Context: an optimization exercise on an open-source flow, tuned for a short achievable clock period and few clock cycles per item. The choices shown serve that exercise and are no tape-out recipe.
The RTL was checked by simulation tests, not by an equivalence proof against the original design.
Power figures rest on the tool's default switching activity, not on a simulated workload.

<file path="flow/design.v">
package cache_pkg;
   typedef logic [(32 - ($clog2(8)) - ($clog2(4)) - ($clog2(32 / 8)))-1:0]      tag_t;
   typedef logic [($clog2(8))-1:0]    index_t;
   typedef logic [($clog2(4))-1:0] word_sel_t;  
   typedef logic [32-1:0]     word_t;
   typedef logic [(32 * 4)-1:0]     line_t;
   typedef struct packed {
      tag_t      tag;
      index_t    index;
      word_sel_t word_sel;
   } req_t;
   typedef struct packed {
      req_t        req;
      tag_t [1:0]  tags;
      logic [1:0]  valid;
      line_t [1:0] lines;
   } lookup_t;
   typedef struct packed {
      logic   write;
      logic   way;
      index_t index;
      tag_t   tag;
      line_t  line;
   } fill_t;
   typedef enum logic [1:0] {idle, fetch, wait_word, install} refill_state_t;
endpackage
`timescale 1ns/1ps
module sram_array #(
   parameter int width = 32,
   parameter int depth = 8
) (
   input  logic              clk,
   input  cache_pkg::index_t addr,
   input  logic [width-1:0]  wdata,
   input  logic              we,
   output logic [width-1:0]  rdata
);
   logic [width-1:0]  mem [depth];
   cache_pkg::index_t addr_q;
   always_ff @(posedge clk) begin
      if (we) begin
         mem[addr] <= wdata;
      end
      addr_q <= addr;  
   end
   assign rdata = mem[addr_q];
endmodule
`timescale 1ns/1ps
module cache_lookup (
   input  logic                    clk,
   input  logic                    reset,
   input  logic                    ce,
   input  logic [32-1:0] addr,
   input  logic                    busy,
   output logic                    ready,
   input  cache_pkg::fill_t        fill,
   output cache_pkg::index_t       array_addr,
   input  cache_pkg::tag_t [1:0]   tags,
   input  cache_pkg::line_t [1:0]  lines,
   output cache_pkg::lookup_t      lookup,
   output logic                    lookup_valid
);
   cache_pkg::req_t                         req_in;
   cache_pkg::req_t                         req_q;
   logic                         accept;
   logic [1:0][8-1:0]  valid_q;  
   assign req_in.tag      = addr[32-1 -: (32 - ($clog2(8)) - ($clog2(4)) - ($clog2(32 / 8)))];
   assign req_in.index    = addr[($clog2(32 / 8)) + ($clog2(4)) +: ($clog2(8))];
   assign req_in.word_sel = addr[($clog2(32 / 8)) +: ($clog2(4))];
   assign ready  = !lookup_valid && !busy;
   assign accept = ce && ready;
   assign array_addr = fill.write ? fill.index : req_in.index;
   always_ff @(posedge clk) begin
      if (reset) begin
         lookup_valid <= 1'b0;
         valid_q      <= '0;
      end else begin
         lookup_valid <= accept;
         if (fill.write) begin
            valid_q[fill.way][fill.index] <= 1'b1;
         end
      end
   end
   always_ff @(posedge clk) begin
      if (accept) begin
         req_q <= req_in;
      end
   end
   always_comb begin
      lookup.req   = req_q;
      lookup.tags  = tags;
      lookup.lines = lines;
      lookup.valid = {valid_q[1][req_q.index], valid_q[0][req_q.index]};
   end
endmodule
`timescale 1ns/1ps
module cache_hit_select (
   input  logic               clk,
   input  logic               reset,
   input  cache_pkg::lookup_t lookup,
   input  logic               lookup_valid,
   input  logic               fill_done,
   input  cache_pkg::word_t   fill_word,
   input  logic               rdata_ready,
   output cache_pkg::word_t   rdata,
   output logic               rdata_valid,
   output logic               busy,
   output logic               miss_start,
   output cache_pkg::req_t    miss_req,
   output logic               victim
);
   logic [1:0]             hit;
   logic                   hit_way;
   cache_pkg::line_t                  hit_line;
   cache_pkg::word_t                  hit_word;
   logic                   new_victim;
   logic                   miss_wait;  
   logic [8-1:0] lru;        
   always_comb begin
      for (int w = 0; w < 2; w++) begin
         hit[w] = lookup.valid[w] && (lookup.tags[w] == lookup.req.tag);
      end
   end
   assign hit_way  = hit[1];
   assign hit_line = lookup.lines[hit_way];
   assign hit_word = hit_line[lookup.req.word_sel * 32 +: 32];
   always_comb begin
      if (!lookup.valid[0]) begin
         new_victim = 1'b0;
      end else if (!lookup.valid[1]) begin
         new_victim = 1'b1;
      end else begin
         new_victim = lru[lookup.req.index];
      end
   end
   assign busy = rdata_valid || miss_wait;
   always_ff @(posedge clk) begin
      if (reset) begin
         rdata_valid <= 1'b0;
         miss_wait   <= 1'b0;
         miss_start  <= 1'b0;
         lru         <= '0;
      end else begin
         miss_start <= 1'b0;
         if (rdata_valid && rdata_ready) begin
            rdata_valid <= 1'b0;
         end
         if (lookup_valid) begin
            if (|hit) begin
               rdata_valid              <= 1'b1;
               lru[lookup.req.index]    <= ~hit_way;
            end else begin
               miss_start <= 1'b1;
               miss_wait  <= 1'b1;
            end
         end
         if (fill_done) begin
            rdata_valid         <= 1'b1;
            miss_wait           <= 1'b0;
            lru[miss_req.index] <= ~victim;  
         end
      end
   end
   always_ff @(posedge clk) begin
      if (lookup_valid && |hit) begin
         rdata <= hit_word;
      end else if (fill_done) begin
         rdata <= fill_word;
      end
      if (lookup_valid && !(|hit)) begin
         miss_req <= lookup.req;
         victim   <= new_victim;
      end
   end
endmodule
`timescale 1ns/1ps
module cache_refill (
   input  logic                     clk,
   input  logic                     reset,
   input  logic                     miss_start,
   input  cache_pkg::req_t          miss_req,
   input  logic                     victim,
   output logic [32-1:0] mem_addr,
   output logic                     mem_ce,
   input  cache_pkg::word_t         mem_rdata,
   input  logic                     mem_rdata_valid,
   output cache_pkg::fill_t         fill,
   output logic                     fill_done,
   output cache_pkg::word_t         fill_word
);
   cache_pkg::refill_state_t state;
   cache_pkg::word_sel_t     count;  
   cache_pkg::req_t          req_q;
   logic          way_q;
   cache_pkg::line_t         line_buf;
   logic          last_word;
   assign last_word = (count == cache_pkg::word_sel_t'(4 - 1));
   assign mem_ce   = (state == cache_pkg::fetch);
   assign mem_addr = {req_q.tag, req_q.index, count, {($clog2(32 / 8)){1'b0}}};
   always_ff @(posedge clk) begin
      if (reset) begin
         state     <= cache_pkg::idle;
         count     <= '0;
         fill_done <= 1'b0;
      end else begin
         fill_done <= 1'b0;
         case (state)
            cache_pkg::idle: begin
               if (miss_start) begin
                  count <= '0;
                  state <= cache_pkg::fetch;
               end
            end
            cache_pkg::fetch: state <= cache_pkg::wait_word;  
            cache_pkg::wait_word: begin
               if (mem_rdata_valid) begin
                  if (last_word) begin
                     state <= cache_pkg::install;
                  end else begin
                     count <= count + 1'b1;
                     state <= cache_pkg::fetch;
                  end
               end
            end
            cache_pkg::install: begin
               fill_done <= 1'b1;
               state     <= cache_pkg::idle;
            end
            default: state <= cache_pkg::idle;
         endcase
      end
   end
   always_ff @(posedge clk) begin
      if (state == cache_pkg::idle && miss_start) begin
         req_q <= miss_req;
         way_q <= victim;
      end
      if (state == cache_pkg::wait_word && mem_rdata_valid) begin
         line_buf[count * 32 +: 32] <= mem_rdata;
      end
   end
   always_comb begin
      fill.write = (state == cache_pkg::install);
      fill.way   = way_q;
      fill.index = req_q.index;
      fill.tag   = req_q.tag;
      fill.line  = line_buf;
   end
   assign fill_word = line_buf[req_q.word_sel * 32 +: 32];
endmodule
`timescale 1ns/1ps
module icache_top (
   input  logic                     clk,
   input  logic                     reset,
   input  logic                     ce,
   input  logic [32-1:0] addr,
   output logic                     ready,
   output cache_pkg::word_t         rdata,
   output logic                     rdata_valid,
   input  logic                     rdata_ready,
   output logic [32-1:0] mem_addr,
   output logic                     mem_ce,
   input  cache_pkg::word_t         mem_rdata,
   input  logic                     mem_rdata_valid
);
   localparam int Q  = 32;            
   localparam int QW = $clog2(Q + 1);
   localparam int KW = $clog2(Q + 2);
   localparam int D  = 16;            
   localparam int DW = $clog2(D);
   logic [15:0][24:0]   tag_q;
   logic [15:0]         valid_q;
   logic [7:0]          lru_q;        
   logic [63:0][31:0]   data_q;
   logic [63:0]         pres_q;       
   logic [15:0][DW-1:0] own_q;        
   logic [D-1:0][27:0]   mq_line;     
   logic [D-1:0]         mq_way;
   logic [D-1:0][1:0]    mq_k0;       
   logic [DW-1:0]        mq_iss, mq_tail;
   logic [1:0]           iss_cnt;     
   logic                 have_read_q;
   logic [29:0]          nr_addr;
   logic                 nr_way;
   logic                 nr_last;
   logic                 outst_q;
   logic [DW-1:0]        out_seq;
   logic [1:0]           out_k;
   logic [3:0]           out_slot;
   logic                 out_last;
   logic                 arr_v;
   logic [31:0]          arr_data;
   logic [DW-1:0]        arr_seq;
   logic [1:0]           arr_k;
   logic [3:0]           arr_slot;
   logic                 arr_last;
   logic                 arr_ok;      
   logic [63:0]          arr_oh;      
   logic                 arr_wr;
   assign arr_wr = arr_v && arr_ok;
   logic st_now, st_wait;
   logic strobe;
   assign strobe   = st_now || (st_wait && mem_rdata_valid);
   assign mem_ce   = strobe;
   assign mem_addr = {nr_addr, 2'b00};
   logic ready_q;
   logic accept;
   assign ready  = ready_q;
   assign accept = ce && ready_q;
   logic        a_v;
   logic [29:0] a_a;                  
   logic [7:0]  a_soh;                
   logic [31:0] a_woh;                
   always_ff @(posedge clk) begin
      if (reset) a_v <= 1'b0;
      else       a_v <= accept;
   end
   always_ff @(posedge clk) begin
      a_a   <= addr[31:2];
      a_soh <= 8'b1 << addr[6:4];
      a_woh <= 32'b1 << addr[6:2];
   end
   logic        c_v;
   logic [29:0] c_a;
   logic [7:0]  c_soh;
   logic [1:0]  c_m, c_vld, c_p;
   logic        c_lru;
   logic [1:0][31:0]   c_d;
   logic [1:0][DW-1:0] c_o;
   logic [24:0] c_tag;
   logic [2:0]  c_set;
   logic [1:0]  c_k;
   assign c_tag = c_a[29:5];
   assign c_set = c_a[4:2];
   assign c_k   = c_a[1:0];
   logic        h0, h1, hit, miss, victim, lk_way, hp;
   logic [31:0] hd;
   logic [DW-1:0] ho;
   always_comb begin
      h0     = c_vld[0] && c_m[0];
      h1     = c_vld[1] && c_m[1];
      hit    = h0 || h1;
      miss   = c_v && !hit;
      if (!c_vld[0])      victim = 1'b0;
      else if (!c_vld[1]) victim = 1'b1;
      else                victim = c_lru;
      lk_way = hit ? h1 : victim;
      hp     = h1 ? c_p[1] : c_p[0];
      hd     = h1 ? c_d[1] : c_d[0];
      ho     = h1 ? c_o[1] : c_o[0];
   end
   logic [24:0] a_tag;
   logic [2:0]  a_set;
   logic [1:0]  a_k;
   assign a_tag = a_a[29:5];
   assign a_set = a_a[4:2];
   assign a_k   = a_a[1:0];
   logic [1:0][24:0]   rt;
   logic [1:0]         rv, rp;
   logic [1:0][31:0]   rd;
   logic [1:0][DW-1:0] ro;
   logic               rl;
   always_comb begin
      for (int w = 0; w < 2; w++) begin
         rt[w] = '0;
         ro[w] = '0;
         rd[w] = '0;
         for (int s = 0; s < 8; s++) begin
            rt[w] = rt[w] | (tag_q[w*8 + s] & {25{a_soh[s]}});
            ro[w] = ro[w] | (own_q[w*8 + s] & {DW{a_soh[s]}});
         end
         for (int i = 0; i < 32; i++) begin
            rd[w] = rd[w] | (data_q[w*32 + i] & {32{a_woh[i]}});
         end
         rv[w] = |(valid_q[w*8 +: 8] & a_soh);
         rp[w] = |(pres_q[w*32 +: 32] & a_woh);
      end
      rl = |(lru_q & a_soh);
   end
   logic same_set, same_tag;
   logic [1:0] b_alloc, b_arr;
   logic [1:0] b_m, b_vld, b_p;
   logic       b_lru;
   logic [1:0][31:0]   b_d;
   logic [1:0][DW-1:0] b_o;
   always_comb begin
      same_set = c_v && |(c_soh & a_soh);
      same_tag = (c_tag == a_tag);
      for (int w = 0; w < 2; w++) begin
         b_alloc[w] = miss && same_set && (victim == 1'(w));
         b_arr[w]   = arr_wr && (arr_slot == {1'(w), a_set}) && (arr_k == a_k);
         b_m[w]     = b_alloc[w] ? same_tag : (rt[w] == a_tag);
         b_vld[w]   = b_alloc[w] || rv[w];
         b_p[w]     = !b_alloc[w] && (b_arr[w] || rp[w]);
         b_d[w]     = b_arr[w] ? arr_data : rd[w];
         b_o[w]     = b_alloc[w] ? mq_tail : ro[w];
      end
      b_lru = same_set ? !lk_way : rl;
   end
   always_ff @(posedge clk) begin
      if (reset) c_v <= 1'b0;
      else       c_v <= a_v;
   end
   always_ff @(posedge clk) begin
      c_a   <= a_a;
      c_soh <= a_soh;
      c_m   <= b_m;
      c_vld <= b_vld;
      c_p   <= b_p;
      c_lru <= b_lru;
      c_d   <= b_d;
      c_o   <= b_o;
   end
   logic [15:0] alloc_oh;             
   assign alloc_oh = {c_soh & {8{miss && victim}}, c_soh & {8{miss && !victim}}};
   always_ff @(posedge clk) begin
      if (reset) begin
         valid_q <= '0;
         lru_q   <= '0;
      end else begin
         for (int s = 0; s < 8; s++) begin
            if (c_v && c_soh[s]) lru_q[s] <= !lk_way;
         end
         valid_q <= valid_q | alloc_oh;
      end
   end
   always_ff @(posedge clk) begin
      for (int i = 0; i < 64; i++) begin
         if (arr_wr && arr_oh[i]) begin
            data_q[i] <= arr_data;
         end
         if (alloc_oh[i / 4]) begin
            pres_q[i] <= 1'b0;
         end else if (arr_wr && arr_oh[i]) begin
            pres_q[i] <= 1'b1;
         end
      end
      for (int j = 0; j < 16; j++) begin
         if (alloc_oh[j]) begin
            tag_q[j] <= c_tag;
            own_q[j] <= mq_tail;
         end
      end
   end
   logic          n_v, n_dv;
   logic [31:0]   n_data;
   logic [DW-1:0] n_seq;
   logic [1:0]    n_k;
   always_ff @(posedge clk) begin
      if (reset) n_v <= 1'b0;
      else       n_v <= c_v;
   end
   always_ff @(posedge clk) begin
      n_seq  <= hit ? ho : mq_tail;
      n_k    <= c_k;
      n_dv   <= hit && (hp || (arr_v && arr_seq == ho && arr_k == c_k));
      n_data <= hp ? hd : arr_data;
   end
   logic        e_dv;
   logic [31:0] e_data;
   always_comb begin
      e_dv   = n_dv;
      e_data = n_data;
      if (!n_dv && arr_v && n_seq == arr_seq && n_k == arr_k) begin
         e_dv   = 1'b1;
         e_data = arr_data;
      end
   end
   logic [Q-1:0]          q_v;
   logic [Q-1:0]          q_dv;
   logic [Q-1:0][31:0]    q_data;
   logic [Q-1:0][DW-1:0]  q_seq;
   logic [Q-1:0][1:0]     q_k;
   logic [QW-1:0]         q_cnt;
   logic                  rv0;        
   assign rdata_valid = rv0;
   assign rdata       = q_data[0];
   logic pop;
   assign pop = rv0 && rdata_ready;
   logic [Q-1:0]          c_dvq;
   logic [Q-1:0][31:0]    c_dataq;
   always_comb begin
      for (int i = 0; i < Q; i++) begin
         if (!q_dv[i] && arr_v && q_seq[i] == arr_seq && q_k[i] == arr_k) begin
            c_dvq[i]   = 1'b1;
            c_dataq[i] = arr_data;
         end else begin
            c_dvq[i]   = q_dv[i];
            c_dataq[i] = q_data[i];
         end
      end
   end
   logic [Q-1:0]          qa_v, qa_dv, qb_v, qb_dv;
   logic [Q-1:0][31:0]    qa_data, qb_data;
   logic [Q-1:0][DW-1:0]  qa_seq, qb_seq;
   logic [Q-1:0][1:0]     qa_k, qb_k;
   always_comb begin
      for (int i = 0; i < Q; i++) begin
         if (n_v && q_cnt == QW'(i)) begin
            qa_v[i] = 1'b1; qa_dv[i] = e_dv; qa_data[i] = e_data; qa_seq[i] = n_seq; qa_k[i] = n_k;
         end else begin
            qa_v[i] = q_v[i]; qa_dv[i] = c_dvq[i]; qa_data[i] = c_dataq[i]; qa_seq[i] = q_seq[i]; qa_k[i] = q_k[i];
         end
         if (n_v && q_cnt == QW'(i + 1)) begin
            qb_v[i] = 1'b1; qb_dv[i] = e_dv; qb_data[i] = e_data; qb_seq[i] = n_seq; qb_k[i] = n_k;
         end else if (i < Q - 1) begin
            qb_v[i] = q_v[i+1]; qb_dv[i] = c_dvq[i+1]; qb_data[i] = c_dataq[i+1]; qb_seq[i] = q_seq[i+1]; qb_k[i] = q_k[i+1];
         end else begin
            qb_v[i] = 1'b0; qb_dv[i] = 1'b0; qb_data[i] = c_dataq[i]; qb_seq[i] = q_seq[i]; qb_k[i] = q_k[i];
         end
      end
   end
   always_ff @(posedge clk) begin
      if (reset) begin
         q_v   <= '0;
         q_cnt <= '0;
         rv0   <= 1'b0;
      end else if (pop) begin
         q_v   <= qb_v;
         q_cnt <= q_cnt + QW'(n_v) - QW'(1);
         rv0   <= qb_v[0] && qb_dv[0];
      end else begin
         q_v   <= qa_v;
         q_cnt <= q_cnt + QW'(n_v);
         rv0   <= qa_v[0] && qa_dv[0];
      end
   end
   always_ff @(posedge clk) begin
      if (pop) begin
         q_dv   <= qb_dv;
         q_data <= qb_data;
         q_seq  <= qb_seq;
         q_k    <= qb_k;
      end else begin
         q_dv   <= qa_dv;
         q_data <= qa_data;
         q_seq  <= qa_seq;
         q_k    <= qa_k;
      end
   end
   logic [KW-1:0] k_cnt;
   logic [DW:0]   p_cnt;
   logic          fin, c_hit;
   assign fin   = arr_v && arr_last;
   assign c_hit = c_v && hit;
   logic k_lo, k_mid, k_hi;           
   always_comb begin
      k_lo  = (k_cnt <= KW'(Q - 2));
      k_mid = (k_cnt <= KW'(Q - 1));
      k_hi  = (k_cnt <= KW'(Q));
   end
   logic p_m1, p_0, p_1, p_2;         
   always_comb begin
      p_m1 = (p_cnt <= (DW+1)'(D - 3));
      p_0  = (p_cnt <= (DW+1)'(D - 2));
      p_1  = (p_cnt <= (DW+1)'(D - 1));
      p_2  = (p_cnt <= (DW+1)'(D));
   end
   logic p_ok_acc, p_ok_idle, k_ok;
   always_comb begin
      case ({c_hit, fin})
         2'b00:   p_ok_acc = p_m1;
         2'b11:   p_ok_acc = p_1;
         default: p_ok_acc = p_0;
      endcase
      case ({c_hit, fin})
         2'b00:   p_ok_idle = p_0;
         2'b11:   p_ok_idle = p_2;
         default: p_ok_idle = p_1;
      endcase
      case ({accept, pop})
         2'b10:   k_ok = k_lo;
         2'b01:   k_ok = k_hi;
         default: k_ok = k_mid;
      endcase
   end
   always_ff @(posedge clk) begin
      if (reset) begin
         ready_q <= 1'b1;
         k_cnt   <= '0;
         p_cnt   <= '0;
      end else begin
         ready_q <= k_ok && (accept ? p_ok_acc : p_ok_idle);
         k_cnt   <= k_cnt + KW'(accept) - KW'(pop);
         p_cnt   <= p_cnt + (DW+1)'(accept) - (DW+1)'(c_hit) - (DW+1)'(fin);
      end
   end
   logic [D-1:0] tail_oh;             
   always_ff @(posedge clk) begin
      for (int j = 0; j < D; j++) begin
         if (miss && tail_oh[j]) begin
            mq_line[j] <= {c_tag, c_set};
            mq_way[j]  <= victim;
            mq_k0[j]   <= c_k;
         end
      end
   end
   logic [DW-1:0] iss_s;
   logic [1:0]    cnt_s;
   logic [DW-1:0] tail_n;
   assign iss_s  = (iss_cnt == 2'd3) ? mq_iss + 1'b1 : mq_iss;
   assign cnt_s  = iss_cnt + 1'b1;
   assign tail_n = miss ? mq_tail + 1'b1 : mq_tail;
   logic [D-1:0] iss_oh, iss1_oh;     
   logic [30:0]  ln_cur, ln_nxt, ln_new;
   always_comb begin
      ln_cur = '0;
      ln_nxt = '0;
      for (int j = 0; j < D; j++) begin
         ln_cur = ln_cur | ({mq_line[j], mq_way[j], mq_k0[j]} & {31{iss_oh[j]}});
         ln_nxt = ln_nxt | ({mq_line[j], mq_way[j], mq_k0[j]} & {31{iss1_oh[j]}});
      end
      ln_new = {c_tag, c_set, victim, c_k};
   end
   logic [30:0] ln_0, ln_s;
   always_comb begin
      ln_0 = (miss && mq_iss == mq_tail) ? ln_new : ln_cur;
      if (iss_cnt == 2'd3) ln_s = (miss && mq_iss + 1'b1 == mq_tail) ? ln_new : ln_nxt;
      else                 ln_s = ln_0;
   end
   logic hr_n, os_n;
   always_comb begin
      if (strobe) begin
         hr_n = iss_s != tail_n;
         os_n = 1'b1;
      end else begin
         hr_n = mq_iss != tail_n;
         os_n = outst_q && !mem_rdata_valid;
      end
   end
   logic [29:0] nra_0, nra_s;
   assign nra_0 = {ln_0[30:3], ln_0[1:0] + iss_cnt};
   assign nra_s = {ln_s[30:3], ln_s[1:0] + cnt_s};
   always_ff @(posedge clk) begin
      if (reset) begin
         mq_iss      <= '0;
         mq_tail     <= '0;
         tail_oh     <= D'(1);
         iss_oh      <= D'(1);
         iss1_oh     <= D'(2);
         iss_cnt     <= '0;
         have_read_q <= 1'b0;
         outst_q     <= 1'b0;
         st_now      <= 1'b0;
         st_wait     <= 1'b0;
         arr_v       <= 1'b0;
      end else begin
         mq_tail <= tail_n;
         if (miss) tail_oh <= {tail_oh[D-2:0], tail_oh[D-1]};
         arr_v   <= mem_rdata_valid;
         have_read_q <= hr_n;
         outst_q     <= os_n;
         st_now      <= hr_n && !os_n;
         st_wait     <= hr_n && os_n;
         if (strobe) begin
            mq_iss      <= iss_s;
            if (iss_cnt == 2'd3) begin
               iss_oh  <= iss1_oh;
               iss1_oh <= {iss1_oh[D-2:0], iss1_oh[D-1]};
            end
            iss_cnt     <= cnt_s;
         end
      end
   end
   always_ff @(posedge clk) begin
      if (strobe) begin
         nr_addr  <= nra_s;
         nr_way   <= ln_s[2];
         nr_last  <= cnt_s == 2'd3;
         out_seq  <= mq_iss;
         out_k    <= nr_addr[1:0];
         out_slot <= {nr_way, nr_addr[4:2]};
         out_last <= nr_last;
      end else begin
         nr_addr  <= nra_0;
         nr_way   <= ln_0[2];
         nr_last  <= iss_cnt == 2'd3;
      end
      if (mem_rdata_valid) begin
         arr_data <= mem_rdata;
         arr_seq  <= out_seq;
         arr_k    <= out_k;
         arr_slot <= out_slot;
         arr_last <= out_last;
         arr_oh   <= 64'b1 << {out_slot, out_k};
         arr_ok   <= (own_q[out_slot] == out_seq) && !(miss && {victim, c_set} == out_slot);
      end
   end
endmodule
</file>
<file path="flow/run.sh">
#!/bin/bash
# synth_recipe.tcl (not shown) runs the flow's synth.tcl, then flattens the netlist and writes it again
# the make line also repeats each setting of config.mk as NAME=value (left out here)
make -C /OpenROAD-flow-scripts/flow DESIGN_CONFIG=/design/flow/config.mk WORK_HOME=/design/flow/orfs CLKGATE_MAP_FILE= SYNTH_SCRIPT=/design/flow/synth_recipe.tcl finish
</file>
<file path="flow/config.mk">
export PLATFORM = sky130hd
export DESIGN_NAME = icache_top
export DESIGN_NICKNAME = icache_top
export VERILOG_FILES = /design/flow/design.v
export SDC_FILE = /design/flow/constraint.sdc
export NUM_CORES = 4
export LEC_CHECK = 0
export ABC_CLOCK_PERIOD_IN_PS = 2800
export CAP_MARGIN = 20
export CORE_MARGIN = 2
export CORE_UTILIZATION = 60
export CTS_CLUSTER_SIZE = 30
export SETUP_SLACK_MARGIN = 3.2
export SLEW_MARGIN = 20
export TNS_END_PERCENT = 100
</file>
<file path="flow/constraint.sdc">
create_clock -name core_clock -period 6.0 [get_ports {clk}]
set_input_delay 1.2000 -clock core_clock [delete_from_list [all_inputs] [get_ports {clk}]]
set_output_delay 1.2000 -clock core_clock [all_outputs]
set_load 0.01 [all_outputs]
</file>
==> results of run 1 <==
## what timing repair did
item / 4_1_cts / 5_1_grt
gates resized for setup: 415 / 1546
setup endpoints to repair: 1517 / 1066
buffers inserted: 69 / 94
pin swaps: 28 / 367
gates cloned: 23 / 131
## where the power goes
part	switching (mW)	internal, mW
Combinational	6.10	3.78
Clock	12.9	17.0
Sequential	1.35	37.7
Total	20.4	58.5
## Yosys cell counts, types with 6 or more instances
| library cell | instances |
|---|---|
| sky130_fd_sc_hd__nand2_1 | 1196 |
| sky130_fd_sc_hd__a22o_1 | 439 |
| sky130_fd_sc_hd__dfxtp_1 | 1650 |
| sky130_fd_sc_hd__nand3b_1 | 8 |
| sky130_fd_sc_hd__nand3_1 | 56 |
| sky130_fd_sc_hd__buf_1 | 172 |
| sky130_fd_sc_hd__xnor2_1 | 139 |
| sky130_fd_sc_hd__mux4_2 | 19 |
| sky130_fd_sc_hd__ha_1 | 32 |
| sky130_fd_sc_hd__o22ai_1 | 182 |
| sky130_fd_sc_hd__a211oi_1 | 45 |
| sky130_fd_sc_hd__mux2i_1 | 1078 |
| sky130_fd_sc_hd__o21ai_1 | 756 |
| sky130_fd_sc_hd__a22oi_1 | 953 |
| sky130_fd_sc_hd__a221oi_1 | 439 |
| sky130_fd_sc_hd__nor4_1 | 13 |
| sky130_fd_sc_hd__o211ai_1 | 32 |
| sky130_fd_sc_hd__nor3b_1 | 33 |
| sky130_fd_sc_hd__a31oi_1 | 6 |
| sky130_fd_sc_hd__mux2_4 | 28 |
| sky130_fd_sc_hd__buf_2 | 217 |
| sky130_fd_sc_hd__nand4_1 | 366 |
| sky130_fd_sc_hd__nor2_1 | 1002 |
| sky130_fd_sc_hd__mux2_2 | 955 |
| sky130_fd_sc_hd__xor2_1 | 190 |
| sky130_fd_sc_hd__and3_1 | 112 |
| sky130_fd_sc_hd__nor2b_1 | 20 |
| sky130_fd_sc_hd__clkbuf_1 | 878 |
| sky130_fd_sc_hd__nand2b_1 | 13 |
| sky130_fd_sc_hd__o21ai_0 | 261 |
| sky130_fd_sc_hd__edfxtp_1 | 3171 |
| sky130_fd_sc_hd__a21oi_1 | 251 |
| sky130_fd_sc_hd__a21o_1 | 68 |
| sky130_fd_sc_hd__nor3_1 | 174 |
| sky130_fd_sc_hd__inv_1 | 54 |
| sky130_fd_sc_hd__buf_4 | 34 |
## routing by layer
metal | GRT usage [%] | share of wire [%]
met4 | 17.8 | 5.6
met5 | 0 | 0.016
met1 | 51.4 | 37
met2 | 59.8 | 44
met3 | 6.88 | 13
## logic make-up (layout without fill, tap and decap cells)
| group | Yosys count | after routing | synth area share, % |
|---|---|---|---|
| AO/OA/AOI/OAI | 3446 | 3446 | 12.0 |
| XOR/XNOR | 329 | 329 | 1.47 |
| adder cells (fa/ha/maj) | 37 | 37 | 0.245 |
| buffers and inverters | 1360 | 1682 | 2.82 |
| flip-flops | 4821 | 4821 | 65.3 |
| multiplexers | 2080 | 2196 | 11.4 |
| other | 1 | 11 | 0.00191 |
| AND/OR/NAND/NOR | 3017 | 3032 | 6.72 |
## registers in the layout, summed over array words and instances, names as in the netlist, 128 cells and up
name / count
data_q: 2048
tag_q: 400
mq_line: 448
q_seq: 128
q_data: 1024
## how the worst min path moves through the flow
stage | slack, ps | cells after the start | start | to
6_report | 390 | 0 | a_a[0] | c_a[0]
5_1_grt | 400 | 0 | a_a[0] | c_a[0]
4_1_cts | 390 | 0 | a_a[1] | c_a[1]
3_5_place_dp | 380 | 0 | a_a[1] | c_a[1]
3_3_place_gp | 360 | 0 | a_a[0] | c_a[0]
2_1_floorplan | 330 | 0 | a_soh[0] | c_soh[0]
## cell type report
type | count | area [µm²]
multi-input cells | 9042 | 69900
repair buffers | 732 | 7840
clock inverters | 207 | 1900
clock buffers | 687 | 13700
well taps | 4346 | 5440
flip-flops and latches | 4821 | 128000
diodes | 9 | 22.5
inverters | 56 | 239
fillers | 22600 | 98900
==> key figures, run 1 <==
Die
  • Number of placed I/O pins: 136
  • Core area: 326000 µm²
  • Num rows: 210
  • DIE WIDTH: 576 µm
  • Initial Util: 60.2%
  • Total Die Area: 332000 µm²
  • Die Ht: 576 µm

Route
  • First-iteration detailed-routing DRC count: 21100
  • Routed Antenna Nets: 0
  • Vias per Instance: 7.05
  • Residual DRC: 0
  • Total via count after detailed routing: 140000
  • Routed wire per std cell: 35.8 µm
  • Routed wire length: 712 mm
  • Drt first pass iters: 7

Run
  • Count of maximum capacitance violations: 0

Critical path
  • R2R cell count: 11
  • Number of buffers and inverters on the critical path: 1
  • Total number of cells along the worst setup path: 1
  • Max Fanout on Critical Path: 1
  • Critical-path top delay cell: sky130_fd_sc_hd__edfxtp_1
  • Delay-heaviest family, CP: flip-flops
  • Slack of the worst reg-to-reg path: 2980 ps
  • Largest stage delay, worst path: 680 ps
  • Startpoint-to-endpoint class of the critical path: reg2out
  • Worst setup EP type: output pin
  • Reg-to-Reg Start: arr_seq[3]
  • Startpoint class of the critical path: flop
  • Endpoint of the worst-slack reg-to-reg timing path: q_data[21]
  • Arrival time at the worst endpoint: 1910 ps
  • Cell chain of the critical path: buf_2
  • Worst EP required: 4800 ps
  • Startpoint of the most critical setup path: q_data[14]
  • Critical path destination: rdata[14]

Logic synthesis
  • Syn avg cell area: 13.0 µm²
  • Number of storage elements in the synthesis netlist: 4821
  • Main synth FF type: sky130_fd_sc_hd__edfxtp_1
  • Top cell type by total area after synthesis: sky130_fd_sc_hd__edfxtp_1
  • Share of Yosys cell area claimed by the top area cell type: 48.5%
  • Sequential fraction of the synthesis area: 65.3%
  • Dominant cells by area after synthesis: sky130_fd_sc_hd__edfxtp_1, sky130_fd_sc_hd__dfxtp_1, sky130_fd_sc_hd__mux2i_1
  • Count of mapped cells out of synthesis: 15100
  • Count of cell types in the netlist: 63
  • Warning count from the yosys run: 1
  • Total standard cell area after synthesis: 196000 µm²
  • Number of flops mapped to enable cells by yosys: 3171
  • Async set-reset flop share out of synthesis: 0%

Power
  • Leakage dissipation: 86.8 nW
  • Worst vdd rail ir drop: 0.298 mV
  • Power per unit of standard cell area: 347 nW/µm²
  • Total chip power: 78.9 mW

Clock network
  • Clock root buffer: sky130_fd_sc_hd__clkbuf_16
  • Hold buffer count at CTS: 0
  • CTS tree: done
  • CTS buffer count: 479
  • Clock-pin slew on the worst setup and hold paths: 60 ps
  • Insertion delay to the later sink of the worst-skew pair: 1030 ps
  • H-Tree Depth: 5
  • Total clock sinks: 4821
  • Number of buffers on the longest clock path: 4

Cells and area
  • Final Non-Filler Cells: 19900
  • Top library cells by usage in the layout, fill and taps aside: sky130_fd_sc_hd__edfxtp_1, sky130_fd_sc_hd__dfxtp_1, sky130_fd_sc_hd__mux2i_1
  • Design Area, Final: 227000 µm²
  • Final core utilization: 69.7%
  • Area growth, synth to finish: 15.9%
  • Most common library cell in the layout ignoring fill and taps: sky130_fd_sc_hd__edfxtp_1
  • Layout Nets: 15200
  • Share of cells above drive strength 1: 23.6%

Global route
  • Global-route usage over all layers: 38.0%
  • Initial antenna violation count: 35
  • Maximum number of pins on one net before global-route repair: 158
  • First-pass GRT wire length: 917 mm
  • Total congestion overflow after global routing: 0
  • Number of global-route vias before repair: 129000

Place
  • Final weighted congestion in routability-driven placement: 0.855
  • I/O Buffers: 131
  • Post-Place Worst Slack: 1560 ps
  • Detailed-placement wirelength estimate: 353 mm
  • Cell count after placement: 18700
  • Placement Cell Area: 202000 µm²

Timing
  • Maximum operating frequency: 322 MHz
  • Final min period: 3110 ps
  • Tightest slew margin relative to the limit: 3.01%
  • Min Hold Slack: 394 ps
  • Fin. max-slew vios: 0
  • Measured slew at the worst slew-check pin: 1450 ps
  • Share of the cycle needed by the critical path after routing: 51.8%
  • Final critical-path setup slack: 2890 ps
  • Worst setup skew after layout: 78.1 ps
  • Endpoints failing setup: 0
  • Setup repair after global routing missed its margin: yes
  • Total negative setup slack: 0 ps
  • Endpoints failing hold: 0

Hold path
  • Path category of the worst min-delay check: reg2reg

Outcome
  • Outcome: timing/DRC/antenna clean
Testbench counts, summed over its fixed seeds: cycles 38,646, items 20,000.
==> run 2: changes to the inputs <==
--- a/flow/design.v
+++ b/flow/design.v
@@ -263,8 +263,7 @@
    input  cache_pkg::word_t         mem_rdata,
    input  logic                     mem_rdata_valid
 );
-   localparam int Q  = 32;            
-   localparam int QW = $clog2(Q + 1);
+   localparam int Q  = 48;            
    localparam int KW = $clog2(Q + 2);
    localparam int D  = 16;            
    localparam int DW = $clog2(D);
@@ -471,7 +470,6 @@
    logic [Q-1:0][31:0]    q_data;
    logic [Q-1:0][DW-1:0]  q_seq;
    logic [Q-1:0][1:0]     q_k;
-   logic [QW-1:0]         q_cnt;
    logic                  rv0;        
    assign rdata_valid = rv0;
    assign rdata       = q_data[0];
@@ -496,12 +494,12 @@
    logic [Q-1:0][1:0]     qa_k, qb_k;
    always_comb begin
       for (int i = 0; i < Q; i++) begin
-         if (n_v && q_cnt == QW'(i)) begin
+         if (n_v && (i == 0 || q_v[(i + Q - 1) % Q]) && !q_v[i]) begin
             qa_v[i] = 1'b1; qa_dv[i] = e_dv; qa_data[i] = e_data; qa_seq[i] = n_seq; qa_k[i] = n_k;
          end else begin
             qa_v[i] = q_v[i]; qa_dv[i] = c_dvq[i]; qa_data[i] = c_dataq[i]; qa_seq[i] = q_seq[i]; qa_k[i] = q_k[i];
          end
-         if (n_v && q_cnt == QW'(i + 1)) begin
+         if (n_v && q_v[i] && (i == Q - 1 || !q_v[(i + 1) % Q])) begin
             qb_v[i] = 1'b1; qb_dv[i] = e_dv; qb_data[i] = e_data; qb_seq[i] = n_seq; qb_k[i] = n_k;
          end else if (i < Q - 1) begin
             qb_v[i] = q_v[i+1]; qb_dv[i] = c_dvq[i+1]; qb_data[i] = c_dataq[i+1]; qb_seq[i] = q_seq[i+1]; qb_k[i] = q_k[i+1];
@@ -513,15 +511,12 @@
    always_ff @(posedge clk) begin
       if (reset) begin
          q_v   <= '0;
-         q_cnt <= '0;
          rv0   <= 1'b0;
       end else if (pop) begin
          q_v   <= qb_v;
-         q_cnt <= q_cnt + QW'(n_v) - QW'(1);
          rv0   <= qb_v[0] && qb_dv[0];
       end else begin
          q_v   <= qa_v;
-         q_cnt <= q_cnt + QW'(n_v);
          rv0   <= qa_v[0] && qa_dv[0];
       end
    end
--- a/flow/config.mk
+++ b/flow/config.mk
@@ -8,8 +8,7 @@
 export ABC_CLOCK_PERIOD_IN_PS = 2800
 export CAP_MARGIN = 20
 export CORE_MARGIN = 2
-export CORE_UTILIZATION = 60
-export CTS_CLUSTER_SIZE = 30
+export CORE_UTILIZATION = 50
 export SETUP_SLACK_MARGIN = 3.2
 export SLEW_MARGIN = 20
 export TNS_END_PERCENT = 100
==> run 2 against run 1 <==
Setup slack lost 220 ps. Total power rose by 23%. Sequential power grew 15%. Critical path type unchanged. The layout now fails its checks (max-capacitance violations, max-slew violations). Highest routed layer unchanged. Register-to-register slack got worse by 120 ps. Flip-flop and latch count increased by 634. Synthesized cell count rose by 25%. Largest cell class unchanged. Cell count increased by 29%. Sequential share of layout area decreased by 6.4 points. First-iteration DRC count rose by 15%. Count of clock-buffer cells in the layout grew 162. Combinational power is 66% higher.
==> key figures, run 2 <==
Global route
  • Global-route met2 utilization: 55.0% (-4.8 points)
  • Initial antenna violation count: 46 (+31%)
  • Highest-utilization routing layer at the global route stage: met2
  • Total congestion overflow after global routing: 0 (unchanged)
  • First-pass GRT wire length: 1170 mm (+27%)
  • Number of global-route vias before repair: 154000 (+19%)
  • Global-route usage over all layers: 34.8% (-3.2 points)
  • Met3 Resource Use GR: 6.98% (+0.10 points)
  • GR met1 Demand/Resource: 46.3% (-5.1 points)
  • Maximum number of pins on one net before global-route repair: 148 (-6.3%)

Place
  • Final weighted congestion in routability-driven placement: 0.823 (-3.7%)
  • Detailed-placement wirelength estimate: 411 mm (+16%)
  • Cell count after placement: 23900 (+28%)
  • I/O Buffers: 131 (unchanged)

Critical path
  • Reg-to-Reg Start: arr_seq[1]
  • Arrival time at the worst endpoint: 2120 ps (+210 ps)
  • Startpoint of the most critical setup path: q_data[25]
  • Startpoint-to-endpoint class of the critical path: reg2out
  • Cell chain of the critical path: buf_2
  • Total number of cells along the worst setup path: 1 (unchanged)
  • Critical-path top delay cell: sky130_fd_sc_hd__edfxtp_1
  • Worst setup EP type: output pin
  • Number of buffers and inverters on the critical path: 1 (unchanged)
  • Delay-heaviest family, CP: flip-flops
  • Startpoint class of the critical path: flop
  • R2R cell count: 13 (+2)
  • Largest stage delay, worst path: 780 ps (+100 ps)
  • Endpoint of the worst-slack reg-to-reg timing path: q_data[1215]
  • Slack of the worst reg-to-reg path: 2860 ps (-120 ps)
  • Max Fanout on Critical Path: 6 (+5)
  • Worst EP required: 4800 ps (about the same)
  • Critical path destination: rdata[25]

Clock network
  • Total clock sinks: 5455 (+13%)
  • Clock-pin slew on the worst setup and hold paths: 70 ps (about the same)
  • Insertion delay to the later sink of the worst-skew pair: 1110 ps (+80 ps)
  • Number of buffers on the longest clock path: 4 (unchanged)
  • H-Tree Depth: 6 (+1)
  • Hold buffer count at CTS: 0 (unchanged)
  • CTS buffer count: 584 (+22%)
  • Clock root buffer: sky130_fd_sc_hd__clkbuf_16
  • CTS tree: done

Run
  • Count of maximum capacitance violations: 3 (+3)

Power
  • Power per unit of standard cell area: 345 nW/µm² (-0.58%)
  • Worst vdd rail ir drop: 0.332 mV (+11%)
  • Leakage dissipation: 113 nW (+30%)

Die
  • Number of placed I/O pins: 136 (unchanged)
  • DIE WIDTH: 682 µm (+18%)
  • Core area: 459000 µm² (+41%)
  • Initial Util: 50.1% (-10 points)
  • Num rows: 249 (+19%)
  • Total Die Area: 465000 µm² (+40%)
  • Die Ht: 682 µm (+18%)

Timing
  • Endpoints failing setup: 0 (unchanged)
  • Endpoints failing hold: 0 (unchanged)
  • Min Hold Slack: 366 ps (-27.7 ps)
  • Setup repair after global routing missed its margin: yes
  • Share of the cycle needed by the critical path after routing: 55.4% (+3.6 points)
  • Final min period: 3320 ps (+215 ps)
  • Tightest slew margin relative to the limit: -13.8% (-17 points)
  • Worst setup skew after layout: 63.1 ps (-15.0 ps)
  • Measured slew at the worst slew-check pin: 1710 ps (+252 ps)
  • Maximum operating frequency: 301 MHz (-6.5%)
  • Fin. max-slew vios: 552 (+552)
  • Total negative setup slack: 0 ps (unchanged)

Logic synthesis
  • Dominant cells by area after synthesis: sky130_fd_sc_hd__edfxtp_1, sky130_fd_sc_hd__dfxtp_1, sky130_fd_sc_hd__mux2_2
  • Total standard cell area after synthesis: 230000 µm² (+17%)
  • Number of storage elements in the synthesis netlist: 5455 (+13%)
  • Main synth FF type: sky130_fd_sc_hd__edfxtp_1
  • Top cell type by total area after synthesis: sky130_fd_sc_hd__edfxtp_1
  • Warning count from the yosys run: 1 (unchanged)
  • Synth top cells by count: sky130_fd_sc_hd__edfxtp_1, sky130_fd_sc_hd__dfxtp_1, sky130_fd_sc_hd__nor2_1
  • Syn avg cell area: 12.2 µm² (-6.3%)
  • Count of mapped cells out of synthesis: 18900 (+25%)
  • Number of flops mapped to enable cells by yosys: 3171 (unchanged)
  • Dominant cell by count in the synthesized netlist: sky130_fd_sc_hd__edfxtp_1
  • Count of cell types in the netlist: 60 (-4.8%)
  • Share of Yosys cell area claimed by the top area cell type: 41.4% (-7.1 points)
  • Sequential fraction of the synthesis area: 61.3% (-4.0 points)
  • Async set-reset flop share out of synthesis: 0% (unchanged)

Cells and area
  • Largest regs: data_q: 2048 flops, q_data: 1536 flops, mq_line: 448 flops
  • Area growth, synth to finish: 22.5%
  • Area of the multi-input gates: 101000 µm² (+44%)
  • Most flop-heavy register: data_q
  • Filler cell count: 35300 (+56%)
  • Final Non-Filler Cells: 25700 (+29%)
  • Top library cells by usage in the layout, fill and taps aside: sky130_fd_sc_hd__edfxtp_1, sky130_fd_sc_hd__dfxtp_1, sky130_fd_sc_hd__mux2i_1
  • Area used by sequential logic in the layout: 141000 µm² (+9.9%)
  • Most common library cell in the layout ignoring fill and taps: sky130_fd_sc_hd__edfxtp_1
  • Flip-flop count of the largest register after layout: 2048 (unchanged)
  • Share of cells above drive strength 1: 31.0% (+7.4 points)
  • Layout Nets: 19100 (+25%)

Route
  • Vias per Instance: 6.70 (-5.0%)
  • Routed wire per std cell: 36.2 µm (+1.2%)
  • Routed Antenna Nets: 0 (unchanged)
  • Drt first pass iters: 6 (-1)
  • Routed wire length: 929 mm (+30%)
  • Total via count after detailed routing: 172000 (+23%)
  • First-iteration detailed-routing DRC count: 24100 (+15%)
  • Residual DRC: 0 (unchanged)

Outcome
  • Reasons for failing layout checks: max-capacitance violations, max-slew violations
  • Outcome: finished with violations

Hold path
  • Path category of the worst min-delay check: reg2reg
run 2: changes by cell type in the layout (fill, tap and decap cells not counted), sizes merged, moves of 70 or more:
cell / before / now
mux2i: 1078 / 1573
xor2: 190 / 260
a21oi: 251 / 870
mux2: 1099 / 1671
nor2: 1012 / 1829
o22ai: 182 / 279
buf: 615 / 921
clkbuf: 711 / 904
dfxtp: 1650 / 2284
o21ai: 1017 / 942
run 2: per-layer routing:
layer / routed length, µm / up-vias
met2: 405000 / 10900
met4: 67700 / 26
met5: 222 / -
met1: 347000 / 87000
li1: - / 71300
met3: 109000 / 2728
run 2: power breakdown:
part	total, mW	switching [mW]	internal (mW)
Clock	35.7	15.4	20.3
Sequential	45.0	2.30	42.7
Combinational	16.4	10.1	6.23
run 2: kinds of logic (layout without fill, tap and decap cells):
group	count (synthesis)	in the layout	share of synthesized area (%)
AOI/OAI and AO/OA	4116	4116	11.8
and+or+nand+nor	4011	4017	7.55
DFF	5455	5455	61.3
buffers and inverters	1757	2160	3.26
adders and majority gates	35	35	0.199
muxes	3076	3262	14.3
other	1	45	0.00163
xor gates and xnor gates	418	418	1.59
run 2: area by class of cell:
class	count	share of cell area, %
antenna	43	0.0382
clock buffer	849	5.94
clock inverter	211	0.643
inverter	52	0.0808
multi-input combinational	11900	35.8
sequential	5455	50.1
tap	6149	2.73
timing repair buffer	1044	4.67
timing repair inverter	4	0.0111
run 2: stage by stage:
| step | setup slack, ps | power (mW) | utilization [%] | area [µm²] |
|---|---|---|---|---|
| after floorplan | 2990 | 51.7 | - | 230000 |
| after global placement | 1730 | 54.6 | 51.5 | 236000 |
| after detailed placement | 1750 | 54.9 | 51.5 | 236000 |
| after CTS | 2710 | 92.6 | 57.3 | 263000 |
| after global routing | 2760 | 99.1 | 61.4 | 282000 |
| final | 2680 | 97.1 | 61.4 | 282000 |
run 2: worst min-delay path by stage:
stage                to  startpoint  cells past startpoint
2_1_floorplan  c_soh[0]    a_soh[0]                      0
3_3_place_gp     c_a[0]      a_a[0]                      0
3_5_place_dp     c_a[0]      a_a[0]                      0
4_1_cts          c_a[0]      a_a[0]                      0
5_1_grt          c_a[0]      a_a[0]                      0
6_report         c_a[0]      a_a[0]                      0
run 2: what timing repair did:
| item | 4_1_cts | 5_1_grt |
|---|---|---|
| endpoints found under the setup margin | 2472 | 1609 |
| cloned | 137 | 158 |
| pin swaps | 164 | 651 |
| buffers inserted | 119 | 222 |
| gates resized for setup | 1599 | 4014 |
Testbench counts of run 2, summed over its fixed seeds: cycles 37,847, items 20,000.
==> run 3: changes to the inputs <==
--- a/flow/design.v
+++ b/flow/design.v
@@ -263,7 +263,7 @@
    input  cache_pkg::word_t         mem_rdata,
    input  logic                     mem_rdata_valid
 );
-   localparam int Q  = 48;            
+   localparam int Q  = 32;            
    localparam int KW = $clog2(Q + 2);
    localparam int D  = 16;            
    localparam int DW = $clog2(D);
@@ -521,14 +521,16 @@
       end
    end
    always_ff @(posedge clk) begin
+      for (int i = 0; i < Q; i++) begin
+         q_data[i] <= pop ? qb_data[i] : qa_data[i];
+      end
+      if (reset) q_data[0] <= '0;
       if (pop) begin
          q_dv   <= qb_dv;
-         q_data <= qb_data;
          q_seq  <= qb_seq;
          q_k    <= qb_k;
       end else begin
          q_dv   <= qa_dv;
-         q_data <= qa_data;
          q_seq  <= qa_seq;
          q_k    <= qa_k;
       end
--- a/flow/config.mk
+++ b/flow/config.mk
@@ -8,7 +8,7 @@
 export ABC_CLOCK_PERIOD_IN_PS = 2800
 export CAP_MARGIN = 20
 export CORE_MARGIN = 2
-export CORE_UTILIZATION = 50
+export CORE_UTILIZATION = 60
 export SETUP_SLACK_MARGIN = 3.2
 export SLEW_MARGIN = 20
 export TNS_END_PERCENT = 100
==> run 3 against run 2 <==
Still fails the layout checks on max-capacitance violations, max-slew violations. Combinational power shrank 26%. Cell count shrank 21%. Total power down 15%. Final area is 18% lower. Worst hold slack barely moved. Global-route usage increased by 3.4 points. Flip-flop and latch count fell by 640. Sequential share of layout area rose by 5.1 points. Critical endpoint is now q_data[777]. Utilization increased by 9.5 points. Setup slack improved by 280 ps. Critical path type is now reg2reg. Clock skew rose by 3.6 ps. Largest power group unchanged.
==> key figures, run 3 <==
Outcome
  • Outcome: finished with violations
  • Reasons for failing layout checks: max-capacitance violations, max-slew violations

Logic synthesis
  • Xor/xnor cell area share of the yosys netlist: 1.43% (-0.17 points)
  • Async set-reset flop share out of synthesis: 0% (unchanged)
  • Warning count from the yosys run: 1 (unchanged)
  • Share of Yosys cell area claimed by the top area cell type: 47.8% (+6.4 points)
  • Number of storage elements in the synthesis netlist: 4815 (-12%)
  • Dominant cells by area after synthesis: sky130_fd_sc_hd__edfxtp_1, sky130_fd_sc_hd__dfxtp_1, sky130_fd_sc_hd__mux2_2
  • Synth top cells by count: sky130_fd_sc_hd__edfxtp_1, sky130_fd_sc_hd__dfxtp_1, sky130_fd_sc_hd__nand2_1
  • Count of cell types in the netlist: 69 (+15%)
  • Area share of fa/ha/maj cells after synthesis: 0.225% (+0.025 points)
  • Largest family of logic cells by synthesized area: compound AO/OA/AOI/OAI gates
  • Dominant cell by count in the synthesized netlist: sky130_fd_sc_hd__edfxtp_1
  • Share of synthesized cell area in and, or, nand and nor gates: 7.85% (+0.29 points)
  • Top cell type by total area after synthesis: sky130_fd_sc_hd__edfxtp_1
  • Share of synthesized area spent on multiplexers: 10.4% (-3.9 points)
  • Count of mapped cells out of synthesis: 15400 (-19%)
  • Syn avg cell area: 12.8 µm² (+5.4%)
  • Total standard cell area after synthesis: 197000 µm² (-14%)
  • Sequential fraction of the synthesis area: 64.8% (+3.5 points)
  • Number of flops mapped to enable cells by yosys: 3139 (-1.0%)
  • Main synth FF type: sky130_fd_sc_hd__edfxtp_1
  • Area fraction in compound gates after synthesis: 12.1% (+0.34 points)

Cells and area
  • Area of the multi-input gates: 73400 µm² (-27%)
  • Most flop-heavy register: data_q
  • Top library cells by usage in the layout, fill and taps aside: sky130_fd_sc_hd__edfxtp_1, sky130_fd_sc_hd__dfxtp_1, sky130_fd_sc_hd__nand2_1
  • Filler cell count: 22100 (-37%)
  • Layout Nets: 15500 (-19%)
  • Area growth, synth to finish: 17.5%
  • Most common library cell in the layout ignoring fill and taps: sky130_fd_sc_hd__edfxtp_1
  • Flip-flop count of the largest register after layout: 2048 (unchanged)
  • Final core utilization: 70.9% (+9.5 points)
  • Share of cells above drive strength 1: 27.0% (-4.0 points)
  • Final Non-Filler Cells: 20200 (-21%)
  • Area used by sequential logic in the layout: 128000 µm² (-9.3%)
  • Largest regs: data_q: 2048 flops, q_data: 1024 flops, mq_line: 448 flops
  • Design Area, Final: 232000 µm² (-18%)

Route
  • Routed Antenna Nets: 0 (unchanged)
  • Total via count after detailed routing: 142000 (-17%)
  • Routed wire per std cell: 35.1 µm (-3.0%)
  • Drt first pass iters: 6 (unchanged)
  • Residual DRC: 0 (unchanged)
  • Routed wire length: 708 mm (-24%)
  • Vias per Instance: 7.06 (+5.3%)
  • First-iteration detailed-routing DRC count: 20700 (-14%)

Clock network
  • Insertion delay to the later sink of the worst-skew pair: 1040 ps (-70 ps)
  • Clock-pin slew on the worst setup and hold paths: 60 ps (about the same)
  • Total clock sinks: 4815 (-12%)
  • Number of buffers on the longest clock path: 4 (unchanged)
  • CTS tree: done
  • Clock root buffer: sky130_fd_sc_hd__clkbuf_16
  • Hold buffer count at CTS: 0 (unchanged)
  • H-Tree Depth: 5 (-1)
  • CTS buffer count: 478 (-18%)

Timing
  • Measured slew at the worst slew-check pin: 1570 ps (-135 ps)
  • Setup repair after global routing missed its margin: yes
  • Final critical-path setup slack: 2960 ps (+283 ps)
  • Worst setup skew after layout: 66.7 ps (+3.64 ps)
  • Tightest slew margin relative to the limit: -4.79% (+9.0 points)
  • Endpoints failing setup: 0 (unchanged)
  • Share of the cycle needed by the critical path after routing: 50.6% (-4.7 points)
  • Fin. max-slew vios: 21 (-96%)
  • Maximum operating frequency: 329 MHz (+9.3%)
  • Final min period: 3040 ps (-283 ps)
  • Min Hold Slack: 367 ps (+0.0940 ps)
  • Total negative setup slack: 0 ps (unchanged)
  • Endpoints failing hold: 0 (unchanged)

Global route
  • Maximum number of pins on one net before global-route repair: 181 (+22%)
  • Number of global-route vias before repair: 132000 (-14%)
  • Total congestion overflow after global routing: 0 (unchanged)
  • Global-route usage over all layers: 38.2% (+3.4 points)
  • First-pass GRT wire length: 926 mm (-21%)
  • Initial antenna violation count: 27 (-41%)

Critical path
  • Critical-path top delay cell: sky130_fd_sc_hd__edfxtp_1
  • Startpoint class of the critical path: flop
  • Cell chain of the critical path: buf_12, xor2_2, nor3_2, nand4_4, buf_8, buf_16, buf_16, mux2_4, buf_6, nand2_1, o21ai_2, mux2_2
  • Arrival time at the worst endpoint: 3920 ps (+1800 ps)
  • Delay-heaviest family, CP: buffers and inverters
  • Worst setup EP type: flop
  • Max Fanout on Critical Path: 7 (+1)
  • Largest stage delay, worst path: 430 ps (-350 ps)
  • Startpoint-to-endpoint class of the critical path: reg2reg
  • Number of buffers and inverters on the critical path: 5 (+4)
  • Worst EP required: 6880 ps (+2080 ps)
  • Most used cell along the critical path: sky130_fd_sc_hd__buf_16

Power
  • Leakage dissipation: 87.8 nW (-22%)
  • Internal power consumption: 61.3 mW (-11%)
  • Share of power burned in combinational logic: 14.7% (-2.2 points)
  • Power spent charging and discharging nets: 21.5 mW (-23%)
  • Fraction of power consumed by sequential logic: 48.1% (+1.7 points)
  • Total chip power: 82.8 mW (-15%)
  • Power per unit of standard cell area: 357 nW/µm² (+3.5%)
  • Worst vdd rail ir drop: 0.365 mV (+10%)
  • Switching power share of the total: 25.9% (-2.8 points)
  • Fraction of power consumed by the clock network: 37.2% (+0.4 points)

Die
  • Die Ht: 577 µm (-15%)
  • Core area: 327000 µm² (-29%)
  • Num rows: 210 (-16%)
  • Initial Util: 60.3% (+10 points)
  • DIE WIDTH: 577 µm (-15%)
  • Total Die Area: 333000 µm² (-28%)
  • Number of placed I/O pins: 136 (unchanged)

Place
  • Cell count after placement: 18900 (-21%)
  • Final weighted congestion in routability-driven placement: 0.840 (+2.0%)
  • Post-Place Worst Slack: 1690 ps (-61.8 ps)
  • Detailed-placement wirelength estimate: 338 mm (-18%)
  • Placement Cell Area: 202000 µm² (-15%)
  • I/O Buffers: 131 (unchanged)

Run
  • Count of maximum capacitance violations: 1 (-2)

Hold path
  • Path category of the worst min-delay check: reg2reg
run 3: worst reg2reg max path, delay by kind of cell (launching register included):
kind / cells / cell delay [ps]
xor+xnor: 1 / 180
buf+inv: 5 / 930
flops: 1 / 430
compound gates: 1 / 100
mux: 2 / 730
simple gates: 3 / 540
run 3: timing repair:
action	CTS	global route
pin swaps	20	407
endpoints found under the setup margin	1531	1174
cloned	44	124
setup buffers	71	145
gates resized for setup	526	2269
run 3: path summary, 6_finish.rpt:
path	from	slack (ps)	endpoint	depth (start not counted)
worst min-delay path	a_a[0]	370	c_a[0]	0
worst max-delay path	arr_seq[2]	2960	q_data[777]	12
worst max register to register	arr_seq[2]	2960	q_data[777]	12
worst min register to register	a_a[0]	370	c_a[0]	0
run 3: power by group through the flow:
stage          registers [mW]  clock network, mW  logic [mW]
6_report                 39.8               30.8        12.2
5_1_grt                  39.9               32.2        12.8
4_1_cts                  39.5               30.8        9.08
3_5_place_dp             40.1                  0        8.40
3_3_place_gp             40.0                  0        8.04
2_1_floorplan            39.8                  0        6.36
run 3: kinds of logic (layout without fill, tap and decap cells):
group           count (synthesis)  in the layout
compound gates               3449           3449
xor+xnor                      321            321
fa+ha+maj                      34             34
buf+inv                      1391           1717
flops                        4815           4815
mux                          1888           2004
other cells                     1             14
simple gates                 3456           3464
run 3: routing by layer:
metal | up-vias | global-route usage (%) | share of wire [%]
met3 | 2175 | 7.26 | 12
met2 | 9876 | 62.0 | 46
met5 | - | 0 | 0.015
met1 | 71800 | 50.4 | 37
met4 | 14 | 16.8 | 5.7
li1 | 58600 | - | -
run 3: final cells by class:
class	count	share of cell area, %
clock buffers	671	5.90
well taps	4346	2.34
repair buffers	767	3.67
repair inverters	1	0.00216
diodes	12	0.0129
clock inverters	222	1.04
flip-flops and latches	4815	55.2
inverters	56	0.122
multi-input cells	9274	31.7
Testbench counts of run 3, summed over its fixed seeds: cycles 38,646, items 20,000.

-- static timing again, ports no longer ideal --
How much do the figures lean on ideal ports? The routed layouts below were timed once more, with nothing changed but the port constraints.
Step 1 sets driving cells, clkbuf_16 on the clock port and buf_2 on the other inputs (assumed; they add their load-dependent delay and slew).
Step 2 adds t to the input delays and takes it off the output delays; t is the mean of the earliest and latest rising clock arrival at the registers after step 1. Input paths then give back, and output paths get back, about the clock's delay inside the block.
Slacks: ideal / step 1 / step 2; pairs: ideal / step 1.
run | t (ns) | setup slack, ns | worst data-port slew with drivers (ns)
run 1 | 1.109 | 2.894 / 2.779 / 2.271 | 0.17
run 2 | 1.206 | 2.679 / 2.554 / 2.063 | 0.16
run 3 | 1.135 | 2.962 / 2.841 / 2.116 | 0.24
For run 3, which loses most, drivers alone change the setup slack by -0.121 ns; drivers and shift together by -0.846 ns.
